This is an optimization exercise on Yosys and OpenROAD, whose aim is small area and few clock cycles per item, not a production implementation. Function was checked by simulation only, so behaviour that the tests miss may differ from the original.

$ cat flow/design.v
package cordic_pkg;
    localparam logic CORDIC_ROT = 1'b0;
    localparam logic CORDIC_VEC = 1'b1;
    localparam logic [31:0] HALF_PI = 32'd51472;
    function automatic logic [31:0] atan_q15(input int i);
        case (i)
            0: atan_q15 = 32'd25736;
            1: atan_q15 = 32'd15193;
            2: atan_q15 = 32'd8027;
            3: atan_q15 = 32'd4075;
            4: atan_q15 = 32'd2045;
            5: atan_q15 = 32'd1024;
            6: atan_q15 = 32'd512;
            7: atan_q15 = 32'd256;
            8: atan_q15 = 32'd128;
            9: atan_q15 = 32'd64;
            10: atan_q15 = 32'd32;
            11: atan_q15 = 32'd16;
            12: atan_q15 = 32'd8;
            13: atan_q15 = 32'd4;
            14: atan_q15 = 32'd2;
            15: atan_q15 = 32'd1;
            default: atan_q15 = 32'd0;
        endcase
    endfunction
endpackage
module cordic_stage
#(
    parameter int SHIFT = 0
) (
    input  logic        mode,
    input  logic [1:0]  hc,
    input  logic [31:0] in_x,
    input  logic [31:0] in_y,
    input  logic [18:0] in_w,
    output logic [31:0] out_x,
    output logic [31:0] out_y,
    output logic [18:0] out_w
);
    localparam logic [18:0] ATAN = 19'(cordic_pkg::atan_q15(SHIFT));
    logic [31:0] x_sh, y_sh;
    logic        z_pos;
    logic        up;
    always_comb begin
        case (hc)
            2'd0:    z_pos = !in_w[18];
            2'd1:    z_pos = !in_w[18] && in_w[17];
            2'd2:    z_pos = 1'b0;
            default: z_pos = 1'b1;
        endcase
    end
    assign up   = (mode == cordic_pkg::CORDIC_VEC) ? in_y[31] : z_pos;
    assign x_sh = $signed(in_x) >>> SHIFT;
    assign y_sh = $signed(in_y) >>> SHIFT;
    cordic_add u_add_x (.a(in_x), .b(y_sh ^ {32{up}}),  .ci(up),  .s(out_x));
    cordic_add u_add_y (.a(in_y), .b(x_sh ^ {32{!up}}), .ci(!up), .s(out_y));
    assign out_w = up ? in_w - ATAN : in_w + ATAN;
endmodule
module cordic_add (
    input  logic [31:0] a,
    input  logic [31:0] b,
    input  logic        ci,
    output logic [31:0] s
);
    logic [5:0][32:0] g;
    logic [5:0][32:0] p;
    assign g[0][0]    = ci;
    assign p[0][0]    = 1'b0;
    assign g[0][32:1] = a & b;
    assign p[0][32:1] = a ^ b;
    for (genvar l = 0; l < 5; l++) begin : g_lvl
        for (genvar i = 0; i <= 32; i++) begin : g_bit
            if ((i >> l) & 1) begin : g_comb
                localparam int J = ((i >> l) << l) - 1;
                assign g[l+1][i] = g[l][i] | (p[l][i] & g[l][J]);
                assign p[l+1][i] = p[l][i] & p[l][J];
            end else begin : g_pass
                assign g[l+1][i] = g[l][i];
                assign p[l+1][i] = p[l][i];
            end
        end
    end
    assign s = p[0][32:1] ^ g[5][31:0];
endmodule
module cordic_neg (
    input  logic [31:0] v,
    output logic [31:0] n
);
    logic [5:0][31:0] o;
    assign o[0] = v;
    for (genvar l = 0; l < 5; l++) begin : g_lvl
        for (genvar i = 0; i < 32; i++) begin : g_bit
            if ((i >> l) & 1) begin : g_comb
                localparam int J = ((i >> l) << l) - 1;
                assign o[l+1][i] = o[l][i] | o[l][J];
            end else begin : g_pass
                assign o[l+1][i] = o[l][i];
            end
        end
    end
    assign n = v ^ {o[5][30:0], 1'b0};
endmodule
module cordic_pipe
#(
    parameter int WIDTH = 32,
    parameter int FRAC  = 15,
    parameter int ITER  = 16,
    parameter int TAG_W = 8
) (
    input  logic             clk,
    input  logic             rst,
    input  logic             in_valid,
    output logic             in_ready,
    input  logic             in_mode,
    input  logic [WIDTH-1:0] in_x,
    input  logic [WIDTH-1:0] in_y,
    input  logic [WIDTH-1:0] in_z,
    input  logic [TAG_W-1:0] in_tag,
    output logic             out_valid,
    input  logic             out_ready,
    output logic [WIDTH-1:0] out_x,
    output logic [WIDTH-1:0] out_y,
    output logic [WIDTH-1:0] out_z,
    output logic [TAG_W-1:0] out_tag
);
    localparam logic [15:0] REG_AFTER = 16'b1111111111111110;
    localparam logic signed [31:0] HP  = cordic_pkg::HALF_PI;
    localparam logic signed [18:0] AT0 = 19'(cordic_pkg::atan_q15(0));
    localparam logic signed [18:0] HP19 = 19'(cordic_pkg::HALF_PI);
    logic en;
    assign en       = !out_valid || out_ready;
    assign in_ready = en;
    logic [31:0] s_xy, d_xy, ns_xy, nd_xy;
    logic        vec, x_neg, y_neg, x_min, z_gt, z_lt, z_neg;
    logic [1:0]  sel;
    logic [31:0] x1, y1;
    logic [18:0] w1;
    logic [14:0] hi1;
    logic [1:0]  hc1;
    cordic_add u_s  (.a(in_x), .b(in_y),  .ci(1'b0), .s(s_xy));
    cordic_add u_d  (.a(in_x), .b(~in_y), .ci(1'b1), .s(d_xy));
    cordic_neg u_ns (.v(s_xy), .n(ns_xy));
    cordic_neg u_nd (.v(d_xy), .n(nd_xy));
    assign vec   = (in_mode == cordic_pkg::CORDIC_VEC);
    assign x_neg = in_x[31];
    assign y_neg = in_y[31];
    assign z_neg = in_z[31];
    assign x_min = (in_x == 32'h8000_0000);
    assign z_gt  = $signed(in_z) > HP;
    assign z_lt  = $signed(in_z) < -HP;
    logic [18:0] zl, w_up, w_dn, w_r2, w_r3;
    assign zl   = {2'b00, in_z[16:0]};
    assign w_up = zl - AT0;
    assign w_dn = zl + AT0;
    assign w_r2 = zl - (HP19 + AT0);
    assign w_r3 = zl + (HP19 + AT0);
    always_comb begin
        if (vec) begin
            if (!x_neg) begin
                sel = y_neg ? 2'd0 : 2'd1;
                w1  = y_neg ? -AT0 : AT0;
            end else if (!y_neg) begin
                sel = x_min ? 2'd1 : 2'd2;
                w1  = x_min ? HP19 - AT0 : HP19 + AT0;
            end else begin
                sel = 2'd3;
                w1  = -HP19 - AT0;
            end
        end else if (z_gt) begin
            sel = 2'd3;
            w1  = w_r2;
        end else if (z_lt) begin
            sel = 2'd2;
            w1  = w_r3;
        end else begin
            sel = z_neg ? 2'd1 : 2'd0;
            w1  = z_neg ? w_dn : w_up;
        end
    end
    always_comb begin
        case (sel)
            2'd0:    begin x1 = d_xy;  y1 = s_xy;  end
            2'd1:    begin x1 = s_xy;  y1 = nd_xy; end
            2'd2:    begin x1 = nd_xy; y1 = ns_xy; end
            default: begin x1 = ns_xy; y1 = d_xy;  end
        endcase
    end
    assign hi1 = vec ? 15'd0 : in_z[31:17];
    always_comb begin
        if (vec || hi1 == 15'd0)  hc1 = 2'd0;
        else if (&hi1)            hc1 = 2'd1;
        else if (hi1[14])         hc1 = 2'd2;
        else                      hc1 = 2'd3;
    end
    logic [ITER:1]             b_v,  a_v;
    logic [ITER:1]             b_m,  a_m;
    logic [ITER:1][1:0]        b_c,  a_c;
    logic [ITER:1][14:0]       b_h,  a_h;
    logic [ITER:1][31:0]       b_x,  a_x;
    logic [ITER:1][31:0]       b_y,  a_y;
    logic [ITER:1][18:0]       b_w,  a_w;
    logic [ITER:1][TAG_W-1:0]  b_t,  a_t;
    assign a_v[1] = in_valid;
    assign a_m[1] = in_mode;
    assign a_c[1] = hc1;
    assign a_h[1] = hi1;
    assign a_x[1] = x1;
    assign a_y[1] = y1;
    assign a_w[1] = w1;
    assign a_t[1] = in_tag;
    for (genvar k = 1; k <= ITER; k++) begin : g_node
        localparam logic REG = (k == 1) ? 1'b1 : REG_AFTER[k-1];
        if (REG) begin : g_reg
            logic             r_v;
            logic             r_m;
            logic [1:0]       r_c;
            logic [14:0]      r_h;
            logic [31:0]      r_x, r_y;
            logic [18:0]      r_w;
            logic [TAG_W-1:0] r_t;
            always_ff @(posedge clk) begin
                if (rst) r_v <= 1'b0;
                else if (en) r_v <= a_v[k];
            end
            always_ff @(posedge clk) begin
                if (en) begin
                    r_m <= a_m[k];
                    r_c <= a_c[k];
                    r_h <= a_h[k];
                    r_x <= a_x[k];
                    r_y <= a_y[k];
                    r_w <= a_w[k];
                    r_t <= a_t[k];
                end
            end
            assign b_v[k] = r_v;
            assign b_m[k] = r_m;
            assign b_c[k] = r_c;
            assign b_h[k] = r_h;
            assign b_x[k] = r_x;
            assign b_y[k] = r_y;
            assign b_w[k] = r_w;
            assign b_t[k] = r_t;
        end else begin : g_wire
            assign b_v[k] = a_v[k];
            assign b_m[k] = a_m[k];
            assign b_c[k] = a_c[k];
            assign b_h[k] = a_h[k];
            assign b_x[k] = a_x[k];
            assign b_y[k] = a_y[k];
            assign b_w[k] = a_w[k];
            assign b_t[k] = a_t[k];
        end
        if (k < ITER) begin : g_rot
            cordic_stage #(.SHIFT(k)) u_stage (
                .mode  (b_m[k]),
                .hc    (b_c[k]),
                .in_x  (b_x[k]),
                .in_y  (b_y[k]),
                .in_w  (b_w[k]),
                .out_x (a_x[k+1]),
                .out_y (a_y[k+1]),
                .out_w (a_w[k+1])
            );
            assign a_v[k+1] = b_v[k];
            assign a_m[k+1] = b_m[k];
            assign a_c[k+1] = b_c[k];
            assign a_h[k+1] = b_h[k];
            assign a_t[k+1] = b_t[k];
        end
    end
    assign out_valid = b_v[ITER];
    assign out_x     = b_x[ITER];
    assign out_y     = b_y[ITER];
    assign out_z     = {b_h[ITER] + {{13{b_w[ITER][18]}}, b_w[ITER][18:17]}, b_w[ITER][16:0]};
    assign out_tag   = b_t[ITER];
endmodule
$ cat flow/run.sh
#!/bin/bash
# synth_recipe.tcl (not shown) runs the flow's synth.tcl, then flattens the netlist and writes it again
# the make line also repeats each setting of config.mk as NAME=value (left out here)
make -C /OpenROAD-flow-scripts/flow DESIGN_CONFIG=/design/flow/config.mk WORK_HOME=/design/flow/orfs CLKGATE_MAP_FILE= SYNTH_SCRIPT=/design/flow/synth_recipe.tcl finish
$ cat flow/config.mk
export PLATFORM = sky130hd
export DESIGN_NAME = cordic_pipe
export DESIGN_NICKNAME = cordic_pipe
export VERILOG_FILES = /design/flow/design.v
export SDC_FILE = /design/flow/constraint.sdc
export NUM_CORES = 4
export LEC_CHECK = 0
export CAP_MARGIN = 20
export CORE_MARGIN = 2
export CORE_UTILIZATION = 65
export CTS_BUF_LIST = sky130_fd_sc_hd__clkbuf_8
export CTS_CLUSTER_DIAMETER = 55
export CTS_CLUSTER_SIZE = 18
export SLEW_MARGIN = 20
$ cat flow/constraint.sdc
create_clock -name core_clock -period 5.0 [get_ports {clk}]
set_input_delay 1.0000 -clock core_clock [delete_from_list [all_inputs] [get_ports {clk}]]
set_output_delay 1.0000 -clock core_clock [all_outputs]
set_load 0.01 [all_outputs]
==> results.txt <==
## routing by layer
layer | share of wire | global-route usage
met1 | 0.42 | 0.3447
met2 | 0.51 | 0.5036
met4 | 0.030 | 0.08811
met3 | 0.037 | 0.03213
met5 | 0 | 0
## worst max path at each step
stage               cells after the start  slack [ns]                       to
finish                                 17        0.18                out_z[31]
global route                           17       -0.07                out_z[31]
CTS                                    17       -0.13                out_z[31]
detailed placement                     23       -0.71  g_node[1].g_reg.r_y[24]
global placement                       23       -0.78  g_node[1].g_reg.r_y[24]
floorplan                               4       -1.42                 in_ready
## timing repair
item,4_1_cts,5_1_grt
resized for setup,39,103
setup buffers,5,39
pin swaps,8,37
hold buffers,0,0
endpoints found under the setup margin,29,80
cloned,0,1
## cell usage after synthesis, types with 12 or more instances
cell | n | area [sq um]
o21a_1 | 221 | 1659
nand2b_1 | 111 | 694.4
xnor2_1 | 1069 | 9363
buf_4 | 82 | 615.6
nor2b_1 | 146 | 913.4
fa_1 | 144 | 2883
a21oi_1 | 603 | 3018
a21boi_0 | 23 | 172.7
nand4_1 | 92 | 575.6
o311ai_0 | 16 | 140.1
a211oi_1 | 38 | 285.3
a21o_1 | 344 | 2582
buf_1 | 38 | 142.6
xor2_1 | 619 | 5421
nor2_1 | 751 | 2819
and2_1 | 68 | 425.4
nand3_1 | 114 | 570.6
and3_1 | 50 | 312.8
nor4_1 | 26 | 162.7
and4_1 | 19 | 166.4
inv_1 | 380 | 1426
o21ai_0 | 296 | 1481
a31oi_1 | 41 | 256.5
a211o_1 | 17 | 148.9
ha_1 | 1191 | 14900
or3_1 | 50 | 312.8
nor3_1 | 247 | 1236
clkbuf_1 | 103 | 386.6
o31ai_1 | 41 | 307.8
mux2i_1 | 13 | 130.1
nand2_1 | 398 | 1494
a221oi_1 | 12 | 105.1
dfxtp_1 | 16 | 320.3
o31a_1 | 17 | 148.9
o311a_1 | 12 | 120.1
o211ai_1 | 42 | 315.3
or2_2 | 38 | 237.7
edfxtp_1 | 1740 | 52250
o21bai_1 | 135 | 1013
## sequential cells by signal, indices dropped and copies added, names as in the netlist
signal,cells
g_node.g_reg.r_y,511
g_node.g_reg.r_v,16
g_node.g_reg.r_t,128
g_node.g_reg.r_x,512
g_node.g_reg.r_h,240
g_node.g_reg.r_m,15
g_node.g_reg.r_c,30
g_node.g_reg.r_w,304
## cells by family after synthesis
family,count (synthesis)
adders and majority gates,1335
and+or+nand+nor,2157
DFF,1756
xor gates and xnor gates,1688
AOI/OAI and AO/OA,2007
buffers and inverters,614
muxes,23
## final cells by class
cell class                 count  area [sq um]  area share
multi-input combinational   7210         56920      0.4597
sequential                  1756         52570      0.4246
timing repair buffer         756          6606     0.05335
tap                         2218          2775     0.02241
clock buffer                 158          2175     0.01756
inverter                     383          1460     0.01179
clock inverter               128          1300     0.01050
antenna                        7         17.52   0.0001415
## critical path: cells and delay by family (launching register included)
kind / cells / cell delay [ns]
xor gates and xnor gates: 1 / 0.12
and+or+nand+nor: 2 / 0.15
AOI/OAI and AO/OA: 10 / 1.50
adders and majority gates: 2 / 0.40
buffers and inverters: 2 / 0.20
DFF: 1 / 0.45
## stage by stage
stage,utilization,instances,hold slack (ns),setup WS [ns]
after floorplan,-,9580,0.4003,-1.423
after global placement,0.7032,12280,0.4001,-0.7835
after detailed placement,0.7032,12280,0.4045,-0.7144
after CTS,0.7243,12570,0.4115,-0.1279
after global routing,0.7290,12620,0.4288,-0.07015
final,0.7290,12620,0.4109,0.1848
## layout by cell type (no fill, tap or decap), drive strengths merged, types with 50 or more instances in the layout
cell type and count:
a21o 344, a21oi 605, and2 68, and3 50, buf 543, clkbuf 159
clkdlybuf4s50 209, edfxtp 1740, fa 144, ha 1191, inv 441, nand2 398
nand2b 111, nand3 114, nand4 92, nor2 752, nor2b 146, nor3 248
o21a 221, o21ai 305, o21bai 135, or3 51, xnor2 1069, xor2 619
==> metrics.yaml <==
outcome: "no timing/DRC/antenna violations"
synth_top_family_by_area: "adder cells"
syn_area_sq_um: 111500
hold_end: "g_node[7].g_reg.r_h[14]"
cts_tree: "built"
clk_path_buf_depth: 3
fmax_mhz: 207.7
slowest_stage: "edfxtp_1"
io_pins: 215
yosys_warnings: 16
place_hpwl_um: 191200
routed_via_density: 5.851
wire_per_inst_um: 19.32
overflow: 0
htree_levels: 4
core-area_sq_um: 169800
r2r_slack_ns: 0.19
placed_cell_area_sq_um: 119400
period_share: 0.9631
start_kind: "register"
max_cap_violations: 0
reg2reg_to: "g_node[11].g_reg.r_x[31]"
grt_pass1_wl_um: 385900
gp_congestion: 0.9017
syn_avg_cell_area_sq_um: 11.64
final_layout_size_suffix_gt1_frac: 0.09489
synth_compound_area_frac: 0.1178
clock-root-buffer: "clkbuf_8"
slew_viol_final: 0
grt_pass1_vias: 74330
hold_viol_final: 0
io_buffers: 214
clock-sinks: 1756
die_h_um: 418.1
nNetsFinal: 11710
ys_async_sr_fraction: 0
reg2reg_from: "g_node[10].g_reg.r_c[0]"
ys_seq_elements: 1756
clk_transition_reported_paths_ns: 0.11
synth_nets: 11020
num_vias: 73810
fin_tns_setup_ns: 0
slowest_delay_ns: 0.45
rsz0062_at_grt: "true"
worstPathRequired_ns: 4.00
critPathLaunch: "g_node[16].g_reg.r_h[0]"
fin_crit_ns: 4.815
worst_setup_path_end_kind: "output pin"
min-delay-start: "g_node[6].g_reg.r_h[14]"
syn_to_final_growth_pct: 11.08
die_x_um: 418.1
drc: 0
yosysSeqAreaShare: 0.4716
clock_latency_ns: 1.00
synth_edf_count: 1740
worstPathCellList: "ha_4 -> inv_2 -> fa_2 -> nor2b_1 -> o21ai_2 -> a21boi_2 -> o21ai_2 -> a21boi_2 -> o21ai_1 -> a21boi_1 -> o21ai_1 -> nand2b_1 -> a31o_2 -> a21o_1 -> a21oi_2 -> xnor2_1 -> buf_2"
placementRows: 151
wl_um: 243700
grt_use_total: 0.2775
firstDrtPassIters: 6
yosys.area_share.simple: 0.09259
fill_cells: 11720
die_area_sq_um: 174800
ys.flop_type: "edfxtp_1"
finalInstanceArea_sq_um: 123800
start_util: 0.6563
hold_path.class: "register to register"
synth-xor-area-share: 0.1326
cts_buffers: 158
worst_pin_slew_ns: 1.046
yosysUniqueCellTypes: 103
crit_path_max_fanout: 2
grt_max_degree: 180
synth_cells: 9580
antenna_left: 0
setup_viol: 0
worst-setup-path-type: "register to output pin"
synthAdderAreaFrac: 0.1595
hold_depth: 0
synth_mux_area_frac: 0.002279
reg2reg_depth: 20
slew-limit-headroom: 0.3000
critPathArrivalTime_ns: 3.82
fin_skew_ns: 0.05245
drtIter0Drc: 4999
antenna_found_initial: 4
Testbench counts, summed over its fixed seeds: cycles 3,328, items 3,200.

afterwards: timing with drivers on the ports:
The flow's constraints put no driver on any port. The routed layout listed below was extracted and timed again, unchanged, in two steps. Step 1 (the two cells are an assumption about what drives the block):
set clk [get_ports {clk}]
set_driving_cell -lib_cell sky130_fd_sc_hd__clkbuf_16 $clk
set_driving_cell -lib_cell sky130_fd_sc_hd__buf_2 [delete_from_list [all_inputs] $clk]
Step 2 adds t to the input delays and takes it off the output delays; t is the mean of the earliest and latest rising clock arrival at the registers after step 1. Input paths then give back, and output paths get back, about the clock's delay inside the block. a / b / c = no drivers / after step 1 / after step 2; a / b = the first two.
shift t [ns]: 1.050
setup slack, ns: 0.185 / 0.105 / -0.726
worst register clock-pin slew, ns: 0.11 / 0.11
worst slew at a driven data input, ns: 0.06
With both steps, setup timing fails in this run, where it was met with ideal ports. For this run, drivers alone change the setup slack by -0.080 ns; drivers and shift together by -0.911 ns.
